Context: an optimization exercise on an open-source flow, tuned for small area and a short achievable clock period. The choices shown serve that exercise and are no tape-out recipe. Only simulation tests tie the RTL to the original design; equivalence was not proved. The flow treats the clock pin as an ideal source, which a real chip does not have. Power and IR drop assume default switching activity.

==> wip/willow: inputs <==
## branch_cluster_top
module branch_cluster_top (
    input   wire logic                      cpu_clock_i,
    input   wire logic                      reset_i,
    input   wire logic                      flush_i,
    input   wire logic [144:0]              op_i,
    input   wire logic                      op_valid_i,
    output  logic                           op_ready_o,
    output  logic [45:0]                    res_o,
    output  logic                           res_valid_o
);
==> flow/config.mk <==
export PLATFORM = sky130hd
export DESIGN_NAME = branch_cluster_top
export DESIGN_NICKNAME = branch_cluster_top
export VERILOG_FILES = /design/flow/design.v
export SDC_FILE = /design/flow/constraint.sdc
export NUM_CORES = 4
export LEC_CHECK = 0
export CAP_MARGIN = 20
export CORE_MARGIN = 2
export CORE_UTILIZATION = 55
export SETUP_SLACK_MARGIN = 3.95
export SLEW_MARGIN = 20
==> flow/constraint.sdc <==
create_clock -name core_clock -period 6.5 [get_ports {cpu_clock_i}]
set_input_delay 1.3000 -clock core_clock [delete_from_list [all_inputs] [get_ports {cpu_clock_i}]]
set_output_delay 1.3000 -clock core_clock [all_outputs]
set_load 0.01 [all_outputs]
standard.sh (not shown) runs the stock make flow with config.mk's settings and CLKGATE_MAP_FILE= SYNTH_SCRIPT=/design/flow/synth_recipe.tcl, a recipe that flattens the netlist after the stock synthesis.
==> flow/flow/run.sh <==
#!/bin/bash
# The standard layout, with two changes:
# - a hand-built clock tree in place of TritonCTS's (see mycts.tcl): ORFS's
#   CTS step sources mycts.tcl first. TritonCTS is then pointed at a net with
#   no clock sinks (res_valid_o), so it leaves the tree as built; the rest of
#   the CTS step (placement legalization, timing repair) runs as usual.
# - the port buffers are buf_2 (timing repair resizes them where needed).
set -euo pipefail
here=$(pwd)
export PRE_CTS_TCL=$here/flow/mycts.tcl
export CTS_ARGS="-clk_nets res_valid_o -dont_use_dummy_load"
export BUFFER_PORTS_ARGS="-buffer_cell sky130_fd_sc_hd__buf_2"
bash standard.sh > $here/standard.log 2>&1
Other scripts of this flow, unchanged in this note and not shown: flow/flow/mycts.tcl
==> wip/cedar (differences from wip/willow) <==
--- a/flow/design.v
+++ b/flow/design.v
@@ -37,17 +37,16 @@
         logic     jump;
         logic     upper;                
         logic     wb;                   
         rob_id_t  rob_id;
         preg_t    dest;
     } lkp_op_t;
     typedef struct packed {
         pc_word_t pc;
-        pc_word_t link;                 
         logic [15:0] tt_lo;
         logic     tt_c16;               
         logic [15:0] tt_hi;             
         logic     taken;
         logic     jump;
         logic     upper;
         logic     wb;
         rob_id_t  rob_id;
@@ -71,20 +70,19 @@
     input   wire logic [31:0]               lookup_set_i,    
     input   wire logic [31:0]               lookup_set_1_i,  
     input   wire branch_pkg::pc_word_t      lookup_vpc_i,
     input   wire branch_pkg::word_t         lookup_tp_i,     
     input   wire branch_pkg::word_t         lookup_tg_i,     
     output  logic [1:0]                     rd_valid_o,
     output  logic [1:0]                     rd_jump_o,
     output  logic [3:0]                     rd_cntr_o,       
-    output  logic [13:0]                    rd_tag_eq_o,     
-    output  logic [15:0]                    rd_tgt_eq_o,     
+    output  logic [3:0]                     rd_tag_eq_o,     
+    output  logic [7:0]                     rd_tgt_eq_o,     
     input   wire branch_pkg::btb_update_t   upd_i,
-    input   wire logic [31:0]               upd_set_i,       
     input   wire logic [4:0]                repl_idx_i,
     output  logic                           repl_o,
     output  logic                           busy_o
 );
     localparam int SETS  = 32;
     localparam int TAG_W = 25;
     logic [TAG_W-1:0]      tag_q    [SETS][2];
     branch_pkg::pc_word_t  target_q [SETS][2];
@@ -112,46 +110,43 @@
                 r_target = r_target | ({30{sel[s]}} & target_q[s][w]);
                 r_t      = r_t      | (sel[s] & t_q[s][w]);
                 r_c      = r_c      | ({2{sel[s]}} & c_q[s][w]);
             end
         end
         assign rd_valid_o[w]       = !r_t || r_c[0];
         assign rd_jump_o[w]        = r_t;
         assign rd_cntr_o[2*w +: 2] = r_c;
-        for (genvar q = 0; q < 7; q++) begin : g_tq
-            localparam int LO = 4 * q;
-            localparam int HI = (q == 6) ? 24 : 4 * q + 3;
-            assign rd_tag_eq_o[7*w+q] = (r_tag[HI:LO] == lookup_vpc_i[HI+5:LO+5]);
-        end
+        assign rd_tag_eq_o[2*w]    = (r_tag[12:0] == lookup_vpc_i[17:5]);
+        assign rd_tag_eq_o[2*w+1]  = (r_tag[24:13] == lookup_vpc_i[29:18]);
         logic [31:0] r_c32;
         logic [31:0] need_c;
         logic [31:0] miss;
         assign r_c32  = {r_target, 2'b00};
         for (genvar i = 1; i < 32; i++) begin : g_nc
             assign need_c[i] = r_c32[i-1] ? lookup_tg_i[i-1] : (lookup_tg_i[i-1] | lookup_tp_i[i-1]);
         end
         assign need_c[0] = 1'b0;
         assign miss   = lookup_tp_i ^ r_c32 ^ need_c;
-        for (genvar q = 0; q < 8; q++) begin : g_q
-            assign rd_tgt_eq_o[8*w+q] = ~|miss[4*q +: 4];
+        for (genvar q = 0; q < 4; q++) begin : g_q
+            assign rd_tgt_eq_o[4*w+q] = ~|miss[8*q +: 8];
         end
     end
     always_comb begin
         repl_o = 1'b0;
         for (int s = 0; s < SETS; s++) begin
             repl_o = repl_o | ((repl_idx_i == 5'(s)) & repl_q[s]);
         end
     end
     assign wr_idx = upd_i.vpc[4:0];
     assign wr_tag = upd_i.vpc[29:5];
     assign wr_way = upd_i.way;
     for (genvar s = 0; s < SETS; s++) begin : g_set
         logic set_we;
-        assign set_we = upd_set_i[s];
+        assign set_we = upd_i.valid && (wr_idx == 5'(s));
         for (genvar w = 0; w < 2; w++) begin : g_way
             logic we;
             logic st_en;
             assign we    = set_we && (wr_way == w[0]);
             assign st_en = we || reset_i;
             always_ff @(posedge cpu_clock_i) begin
                 if (we) begin
                     tag_q[s][w]    <= wr_tag;
@@ -271,34 +266,33 @@
 module branch_unit (
     input   wire logic                      cpu_clock_i,
     input   wire logic                      reset_i,
     input   wire logic                      flush_i,
     input   wire branch_pkg::lkp_op_t       lkp_op_i,
     input   wire logic [1:0]                rd_valid_i,
     input   wire logic [1:0]                rd_jump_i,
     input   wire logic [3:0]                rd_cntr_i,
-    input   wire logic [13:0]               rd_tag_eq_i,
-    input   wire logic [15:0]               rd_tgt_eq_i,
+    input   wire logic [3:0]                rd_tag_eq_i,
+    input   wire logic [7:0]                rd_tgt_eq_i,
     input   wire logic                      valid_i,
     output  logic [4:0]                     repl_idx_o,
     input   wire logic                      repl_i,
     output  branch_pkg::resolve_t           res_o,
     output  logic                           res_valid_o,
     output  logic                           ready_o,
-    output  branch_pkg::btb_update_t        upd_o,
-    output  logic [31:0]                    upd_set_o        
+    output  branch_pkg::btb_update_t        upd_o
 );
     branch_pkg::hold_op_t hold_d;
     branch_pkg::hold_op_t hold_q;
     logic [1:0]           hold_valid_q;
     logic [1:0]           hold_jump_q;
     logic [3:0]           hold_cntr_q;
-    logic [13:0]          hold_tag_eq_q;
-    logic [15:0]          hold_tgt_eq_q;
+    logic [3:0]           hold_tag_eq_q;
+    logic [7:0]           hold_tgt_eq_q;
     logic [1:0]           hold_match;
     branch_pkg::word_t    res_result_q;
     logic                 res_wb_q;
     branch_pkg::preg_t    res_dest_q;
     branch_pkg::rob_id_t  res_rob_id_q;
     logic                 res_excp_q;
     branch_pkg::pc_word_t upd_vpc_q;
     branch_pkg::pc_word_t upd_target_q;
@@ -364,35 +358,34 @@
             2'b01:   cond_true = !eq;
             2'b10:   cond_true = lt;
             default: cond_true = !lt;
         endcase
     end
     assign {hold_d.tt_c16, hold_d.tt_lo} = ks16(lkp_op_i.tp[15:0], lkp_op_i.tg[15:0]);
     assign hold_d.tt_hi  = 16'(ks16(lkp_op_i.tp[31:16], lkp_op_i.tg[31:16]));
     assign hold_d.pc     = lkp_op_i.pc;
-    assign hold_d.link   = lkp_op_i.pc + 30'd1;
     assign hold_d.taken  = lkp_op_i.jump || (cond_true && !lkp_op_i.upper);
     assign hold_d.jump   = lkp_op_i.jump;
     assign hold_d.upper  = lkp_op_i.upper;
     assign hold_d.wb     = lkp_op_i.wb;
     assign hold_d.rob_id = lkp_op_i.rob_id;
     assign hold_d.dest   = lkp_op_i.dest;
     always_ff @(posedge cpu_clock_i) begin
         hold_q        <= hold_d;
         hold_valid_q  <= rd_valid_i;
         hold_jump_q   <= rd_jump_i;
         hold_cntr_q   <= rd_cntr_i;
         hold_tag_eq_q <= rd_tag_eq_i;
         hold_tgt_eq_q <= rd_tgt_eq_i;
     end
     for (genvar w = 0; w < 2; w++) begin : g_ok
-        assign hold_match[w] = hold_valid_q[w] && (&hold_tag_eq_q[7*w +: 7]);
+        assign hold_match[w] = hold_valid_q[w] && (&hold_tag_eq_q[2*w +: 2]);
         assign ok[w] = (hold_jump_q[w] == hold_q.jump)
-                    && (!hold_q.taken || (&hold_tgt_eq_q[8*w +: 8]))
+                    && (!hold_q.taken || (&hold_tgt_eq_q[4*w +: 4]))
                     && (hold_q.jump || (hold_cntr_q[2*w+1] == hold_q.taken));
     end
     always_comb begin
         if (hold_match[1]) begin
             excp = !ok[1];
             cntr = hold_cntr_q[3:2];
         end else if (hold_match[0]) begin
             excp = !ok[0];
@@ -424,27 +417,25 @@
     end
     assign tt_hi = hold_q.tt_hi + {15'd0, hold_q.tt_c16};
     assign tt    = {tt_hi, hold_q.tt_lo};
     assign fire = valid_i && !flush_i;
     always_ff @(posedge cpu_clock_i) begin
         if (reset_i) begin
             res_valid_o <= 1'b0;
             upd_valid_q <= 1'b0;
-            upd_set_o   <= '0;
             ready_o     <= 1'b1;
         end else begin
             res_valid_o <= fire;
             upd_valid_q <= fire && !hold_q.upper;
-            upd_set_o   <= (fire && !hold_q.upper) ? (32'd1 << hold_q.pc[4:0]) : '0;
             ready_o     <= !(fire && !hold_q.upper);
         end
     end
     always_ff @(posedge cpu_clock_i) begin
-        res_result_q <= hold_q.upper ? tt : {hold_q.link, 2'b00};
+        res_result_q <= hold_q.upper ? tt : {hold_q.pc + 30'd1, 2'b00};
         res_wb_q     <= hold_q.wb;
         res_dest_q   <= hold_q.dest;
         res_rob_id_q <= hold_q.rob_id;
         res_excp_q   <= excp && !hold_q.upper;
         upd_vpc_q    <= hold_q.pc;
         upd_target_q <= tt[31:2];
         upd_jump_q   <= hold_q.jump;
         upd_way_q    <= way_next;
@@ -475,22 +466,21 @@
     input   wire logic                      op_valid_i,
     output  logic                           op_ready_o,
     output  branch_pkg::resolve_t           res_o,
     output  logic                           res_valid_o
 );
     branch_pkg::lkp_op_t       lkp_op;
     logic [31:0]               lkp_set;
     logic [31:0]               lkp_set_1;
-    logic [31:0]               upd_set;
     logic [1:0]                rd_valid;
     logic [1:0]                rd_jump;
     logic [3:0]                rd_cntr;
-    logic [13:0]               rd_tag_eq;
-    logic [15:0]               rd_tgt_eq;
+    logic [3:0]                rd_tag_eq;
+    logic [7:0]                rd_tgt_eq;
     logic                      issue_valid;
     branch_pkg::btb_update_t   upd;
     logic [4:0]                repl_idx;
     logic                      repl;
     logic                      btb_busy;
     branch_dispatch u_dispatch (
         .cpu_clock_i   (cpu_clock_i),
         .reset_i       (reset_i),
@@ -512,17 +502,16 @@
         .lookup_tp_i  (lkp_op.tp),
         .lookup_tg_i  (lkp_op.tg),
         .rd_valid_o   (rd_valid),
         .rd_jump_o    (rd_jump),
         .rd_cntr_o    (rd_cntr),
         .rd_tag_eq_o  (rd_tag_eq),
         .rd_tgt_eq_o  (rd_tgt_eq),
         .upd_i        (upd),
-        .upd_set_i    (upd_set),
         .repl_idx_i   (repl_idx),
         .repl_o       (repl),
         .busy_o       (btb_busy)
     );
     branch_unit u_branch (
         .cpu_clock_i (cpu_clock_i),
         .reset_i     (reset_i),
         .flush_i     (flush_i),
@@ -533,18 +522,17 @@
         .rd_tag_eq_i (rd_tag_eq),
         .rd_tgt_eq_i (rd_tgt_eq),
         .valid_i     (issue_valid),
         .repl_idx_o  (repl_idx),
         .repl_i      (repl),
         .res_o       (res_o),
         .res_valid_o (res_valid_o),
         .ready_o     (op_ready_o),
-        .upd_o       (upd),
-        .upd_set_o   (upd_set)
+        .upd_o       (upd)
     );
 endmodule
 `default_nettype wire
 `timescale 1ns/10ps
 `default_nettype none
 module branch_cluster_top (
     input   wire logic                      cpu_clock_i,
     input   wire logic                      reset_i,
Settings changed: CORE_UTILIZATION 55 to 62.
==> wip/tundra (differences from wip/willow) <==
--- a/flow/design.v
+++ b/flow/design.v
@@ -71,20 +71,20 @@
     input   wire logic [31:0]               lookup_set_i,    
     input   wire logic [31:0]               lookup_set_1_i,  
     input   wire branch_pkg::pc_word_t      lookup_vpc_i,
     input   wire branch_pkg::word_t         lookup_tp_i,     
     input   wire branch_pkg::word_t         lookup_tg_i,     
     output  logic [1:0]                     rd_valid_o,
     output  logic [1:0]                     rd_jump_o,
     output  logic [3:0]                     rd_cntr_o,       
-    output  logic [13:0]                    rd_tag_eq_o,     
-    output  logic [15:0]                    rd_tgt_eq_o,     
+    output  logic [17:0]                    rd_tag_eq_o,     
+    output  logic [31:0]                    rd_tgt_eq_o,     
     input   wire branch_pkg::btb_update_t   upd_i,
-    input   wire logic [31:0]               upd_set_i,       
+    input   wire logic [63:0]               upd_we_i,        
     input   wire logic [4:0]                repl_idx_i,
     output  logic                           repl_o,
     output  logic                           busy_o
 );
     localparam int SETS  = 32;
     localparam int TAG_W = 25;
     logic [TAG_W-1:0]      tag_q    [SETS][2];
     branch_pkg::pc_word_t  target_q [SETS][2];
@@ -112,50 +112,50 @@
                 r_target = r_target | ({30{sel[s]}} & target_q[s][w]);
                 r_t      = r_t      | (sel[s] & t_q[s][w]);
                 r_c      = r_c      | ({2{sel[s]}} & c_q[s][w]);
             end
         end
         assign rd_valid_o[w]       = !r_t || r_c[0];
         assign rd_jump_o[w]        = r_t;
         assign rd_cntr_o[2*w +: 2] = r_c;
-        for (genvar q = 0; q < 7; q++) begin : g_tq
-            localparam int LO = 4 * q;
-            localparam int HI = (q == 6) ? 24 : 4 * q + 3;
-            assign rd_tag_eq_o[7*w+q] = (r_tag[HI:LO] == lookup_vpc_i[HI+5:LO+5]);
+        for (genvar q = 0; q < 9; q++) begin : g_tq
+            localparam int LO = 3 * q;
+            localparam int HI = (q == 8) ? 24 : 3 * q + 2;
+            assign rd_tag_eq_o[9*w+q] = (r_tag[HI:LO] == lookup_vpc_i[HI+5:LO+5]);
         end
         logic [31:0] r_c32;
         logic [31:0] need_c;
         logic [31:0] miss;
         assign r_c32  = {r_target, 2'b00};
         for (genvar i = 1; i < 32; i++) begin : g_nc
             assign need_c[i] = r_c32[i-1] ? lookup_tg_i[i-1] : (lookup_tg_i[i-1] | lookup_tp_i[i-1]);
         end
         assign need_c[0] = 1'b0;
         assign miss   = lookup_tp_i ^ r_c32 ^ need_c;
-        for (genvar q = 0; q < 8; q++) begin : g_q
-            assign rd_tgt_eq_o[8*w+q] = ~|miss[4*q +: 4];
+        for (genvar q = 0; q < 16; q++) begin : g_q
+            assign rd_tgt_eq_o[16*w+q] = ~|miss[2*q +: 2];
         end
     end
     always_comb begin
         repl_o = 1'b0;
         for (int s = 0; s < SETS; s++) begin
             repl_o = repl_o | ((repl_idx_i == 5'(s)) & repl_q[s]);
         end
     end
     assign wr_idx = upd_i.vpc[4:0];
     assign wr_tag = upd_i.vpc[29:5];
     assign wr_way = upd_i.way;
     for (genvar s = 0; s < SETS; s++) begin : g_set
         logic set_we;
-        assign set_we = upd_set_i[s];
+        assign set_we = upd_we_i[2*s] || upd_we_i[2*s+1];
         for (genvar w = 0; w < 2; w++) begin : g_way
             logic we;
             logic st_en;
-            assign we    = set_we && (wr_way == w[0]);
+            assign we    = upd_we_i[2*s+w];
             assign st_en = we || reset_i;
             always_ff @(posedge cpu_clock_i) begin
                 if (we) begin
                     tag_q[s][w]    <= wr_tag;
                     target_q[s][w] <= upd_i.target;
                     c_q[s][w][1]   <= upd_i.cntr[1];
                 end
                 if (st_en) begin
@@ -271,34 +271,34 @@
 module branch_unit (
     input   wire logic                      cpu_clock_i,
     input   wire logic                      reset_i,
     input   wire logic                      flush_i,
     input   wire branch_pkg::lkp_op_t       lkp_op_i,
     input   wire logic [1:0]                rd_valid_i,
     input   wire logic [1:0]                rd_jump_i,
     input   wire logic [3:0]                rd_cntr_i,
-    input   wire logic [13:0]               rd_tag_eq_i,
-    input   wire logic [15:0]               rd_tgt_eq_i,
+    input   wire logic [17:0]               rd_tag_eq_i,
+    input   wire logic [31:0]               rd_tgt_eq_i,
     input   wire logic                      valid_i,
     output  logic [4:0]                     repl_idx_o,
     input   wire logic                      repl_i,
     output  branch_pkg::resolve_t           res_o,
     output  logic                           res_valid_o,
     output  logic                           ready_o,
     output  branch_pkg::btb_update_t        upd_o,
-    output  logic [31:0]                    upd_set_o        
+    output  logic [63:0]                    upd_we_o         
 );
     branch_pkg::hold_op_t hold_d;
     branch_pkg::hold_op_t hold_q;
     logic [1:0]           hold_valid_q;
     logic [1:0]           hold_jump_q;
     logic [3:0]           hold_cntr_q;
-    logic [13:0]          hold_tag_eq_q;
-    logic [15:0]          hold_tgt_eq_q;
+    logic [17:0]          hold_tag_eq_q;
+    logic [31:0]          hold_tgt_eq_q;
     logic [1:0]           hold_match;
     branch_pkg::word_t    res_result_q;
     logic                 res_wb_q;
     branch_pkg::preg_t    res_dest_q;
     branch_pkg::rob_id_t  res_rob_id_q;
     logic                 res_excp_q;
     branch_pkg::pc_word_t upd_vpc_q;
     branch_pkg::pc_word_t upd_target_q;
@@ -380,19 +380,19 @@
         hold_q        <= hold_d;
         hold_valid_q  <= rd_valid_i;
         hold_jump_q   <= rd_jump_i;
         hold_cntr_q   <= rd_cntr_i;
         hold_tag_eq_q <= rd_tag_eq_i;
         hold_tgt_eq_q <= rd_tgt_eq_i;
     end
     for (genvar w = 0; w < 2; w++) begin : g_ok
-        assign hold_match[w] = hold_valid_q[w] && (&hold_tag_eq_q[7*w +: 7]);
+        assign hold_match[w] = hold_valid_q[w] && (&hold_tag_eq_q[9*w +: 9]);
         assign ok[w] = (hold_jump_q[w] == hold_q.jump)
-                    && (!hold_q.taken || (&hold_tgt_eq_q[8*w +: 8]))
+                    && (!hold_q.taken || (&hold_tgt_eq_q[16*w +: 16]))
                     && (hold_q.jump || (hold_cntr_q[2*w+1] == hold_q.taken));
     end
     always_comb begin
         if (hold_match[1]) begin
             excp = !ok[1];
             cntr = hold_cntr_q[3:2];
         end else if (hold_match[0]) begin
             excp = !ok[0];
@@ -424,22 +424,22 @@
     end
     assign tt_hi = hold_q.tt_hi + {15'd0, hold_q.tt_c16};
     assign tt    = {tt_hi, hold_q.tt_lo};
     assign fire = valid_i && !flush_i;
     always_ff @(posedge cpu_clock_i) begin
         if (reset_i) begin
             res_valid_o <= 1'b0;
             upd_valid_q <= 1'b0;
-            upd_set_o   <= '0;
+            upd_we_o    <= '0;
             ready_o     <= 1'b1;
         end else begin
             res_valid_o <= fire;
             upd_valid_q <= fire && !hold_q.upper;
-            upd_set_o   <= (fire && !hold_q.upper) ? (32'd1 << hold_q.pc[4:0]) : '0;
+            upd_we_o    <= (fire && !hold_q.upper) ? (64'd1 << {hold_q.pc[4:0], way_next}) : '0;
             ready_o     <= !(fire && !hold_q.upper);
         end
     end
     always_ff @(posedge cpu_clock_i) begin
         res_result_q <= hold_q.upper ? tt : {hold_q.link, 2'b00};
         res_wb_q     <= hold_q.wb;
         res_dest_q   <= hold_q.dest;
         res_rob_id_q <= hold_q.rob_id;
@@ -475,22 +475,22 @@
     input   wire logic                      op_valid_i,
     output  logic                           op_ready_o,
     output  branch_pkg::resolve_t           res_o,
     output  logic                           res_valid_o
 );
     branch_pkg::lkp_op_t       lkp_op;
     logic [31:0]               lkp_set;
     logic [31:0]               lkp_set_1;
-    logic [31:0]               upd_set;
+    logic [63:0]               upd_we;
     logic [1:0]                rd_valid;
     logic [1:0]                rd_jump;
     logic [3:0]                rd_cntr;
-    logic [13:0]               rd_tag_eq;
-    logic [15:0]               rd_tgt_eq;
+    logic [17:0]               rd_tag_eq;
+    logic [31:0]               rd_tgt_eq;
     logic                      issue_valid;
     branch_pkg::btb_update_t   upd;
     logic [4:0]                repl_idx;
     logic                      repl;
     logic                      btb_busy;
     branch_dispatch u_dispatch (
         .cpu_clock_i   (cpu_clock_i),
         .reset_i       (reset_i),
@@ -512,17 +512,17 @@
         .lookup_tp_i  (lkp_op.tp),
         .lookup_tg_i  (lkp_op.tg),
         .rd_valid_o   (rd_valid),
         .rd_jump_o    (rd_jump),
         .rd_cntr_o    (rd_cntr),
         .rd_tag_eq_o  (rd_tag_eq),
         .rd_tgt_eq_o  (rd_tgt_eq),
         .upd_i        (upd),
-        .upd_set_i    (upd_set),
+        .upd_we_i     (upd_we),
         .repl_idx_i   (repl_idx),
         .repl_o       (repl),
         .busy_o       (btb_busy)
     );
     branch_unit u_branch (
         .cpu_clock_i (cpu_clock_i),
         .reset_i     (reset_i),
         .flush_i     (flush_i),
@@ -534,17 +534,17 @@
         .rd_tgt_eq_i (rd_tgt_eq),
         .valid_i     (issue_valid),
         .repl_idx_o  (repl_idx),
         .repl_i      (repl),
         .res_o       (res_o),
         .res_valid_o (res_valid_o),
         .ready_o     (op_ready_o),
         .upd_o       (upd),
-        .upd_set_o   (upd_set)
+        .upd_we_o    (upd_we)
     );
 endmodule
 `default_nettype wire
 `timescale 1ns/10ps
 `default_nettype none
 module branch_cluster_top (
     input   wire logic                      cpu_clock_i,
     input   wire logic                      reset_i,
==> flow/flow/run.sh (replaced) <==
#!/bin/bash
# The standard layout, with three changes:
# - a hand-built clock tree in place of TritonCTS's (see mycts.tcl): ORFS's
#   CTS step sources mycts.tcl first. TritonCTS is then pointed at a net with
#   no clock sinks (res_valid_o), so it leaves the tree as built; the rest of
#   the CTS step (placement legalization, timing repair) runs as usual.
# - the port buffers are buf_2 (timing repair resizes them where needed).
# - after CTS's timing repair, post_cts.tcl runs the setup repair once more.
set -euo pipefail
here=$(pwd)
export PRE_CTS_TCL=$here/flow/mycts.tcl
export CTS_ARGS="-clk_nets res_valid_o -dont_use_dummy_load"
export BUFFER_PORTS_ARGS="-buffer_cell sky130_fd_sc_hd__buf_2"
export POST_CTS_TCL=$here/flow/post_cts.tcl
bash standard.sh > $here/standard.log 2>&1
==> flow/flow/post_cts.tcl (new file) <==
# A second round of setup repair after ORFS's own, then legalize again
log_cmd estimate_parasitics -placement
repair_timing_helper -setup
set result [catch { detailed_placement } msg]
if { $result != 0 } {
  error "Detailed placement failed after the second repair: $msg"
}
check_placement -verbose
Settings changed: SETUP_SLACK_MARGIN 3.95 to 4.05.
==> notes.md <==
| quantity | wip/willow | wip/cedar | wip/tundra |
|---|---|---|---|
| P per Cell Area | 280.8 mW/mm^2 | 277.8 mW/mm^2 | 287.7 mW/mm^2 |
| Post-synthesis cell type count | 82 | 71 | 67 |
| Starting density of the core | 55.18% | 62.43% | 55.24% |
| Logic depth of the worst path, buffers included | 9 | 10 | 1 |
| Met3 Track Usage GR | 11.01% | 20.46% | 10.02% |
| Met1 track demand over resource in global routing | 55.60% | 65.53% | 57.59% |
| Critical setup path kind | reg -> reg | reg -> reg | reg -> out |
| Maximum fanout encountered on the critical timing path | 24 | 6 | 1 |
| Final period utilization | 41.36% | 43.31% | 38.95% |
| FF+latch count, synth | 4223 | 4143 | 4274 |
| Count of antenna diodes in the layout | 31 | 56 | 40 |
| Critical path data arrival time | 3.29 ns | 3.40 ns | 1.23 ns |
| Syn Nets | 8734 | 8556 | 8659 |
| Pin count of the biggest net entering global routing | 72 | 76 | 68 |
| Met2 WL post-DR | 264800 um | 252800 um | 259600 um |
| Sequential share of cell area | 71.80% | 70.85% | 73.70% |
| Later-pin clock latency in the skew report | 0.68 ns | 0.67 ns | 0.68 ns |
| Result of the run | complete, no violations | complete, no violations | complete, no violations |
| Die area | 0.2812 sq mm | 0.2466 sq mm | 0.2817 sq mm |
| Fraction of power consumed by the clock network | 28.3% | 28.2% | 28.6% |
| Worst Setup Slack post-DPL | 2.855 ns | 2.428 ns | 2.172 ns |
| Mapped cell area | 0.1523 sq mm | 0.1504 sq mm | 0.1526 sq mm |
| Y dimension of the die | 530.3 um | 496.6 um | 530.8 um |

-- what the ideal ports hide --
The flow's constraints put no driver on any port. The routed layouts listed below were extracted and timed again, unchanged, in two steps. Step 1, drivers: a clkbuf_16 drives cpu_clock_i and a buf_2 each remaining input, both assumed. Step 2 times the ports against the registers' clock, not the clock port: input delays grow and output delays shrink by t, the midpoint of the rising clock arrivals with the driver on. Slacks: ideal ports / drivers / drivers and shift; pairs: ideal ports / drivers.
| run | shift t [ns] | slack for setup (ns) | slew at the worst register clock pin (ns) | worst slew at a driven data input, ns |
|---|---|---|---|---|
| wip/willow | 0.888 | 3.812 / 3.690 / 3.009 | 0.10 / 0.10 | 0.35 |
| wip/cedar | 0.901 | 3.685 / 3.683 / 3.325 | 0.10 / 0.10 | 0.10 |
| wip/tundra | 0.873 | 3.968 / 3.736 / 3.377 | 0.10 / 0.10 | 0.18 |
After both steps every run listed still meets setup and hold. The setup slack of wip/willow, which loses most, moves by -0.122 ns with the drivers and by -0.803 ns with both steps.
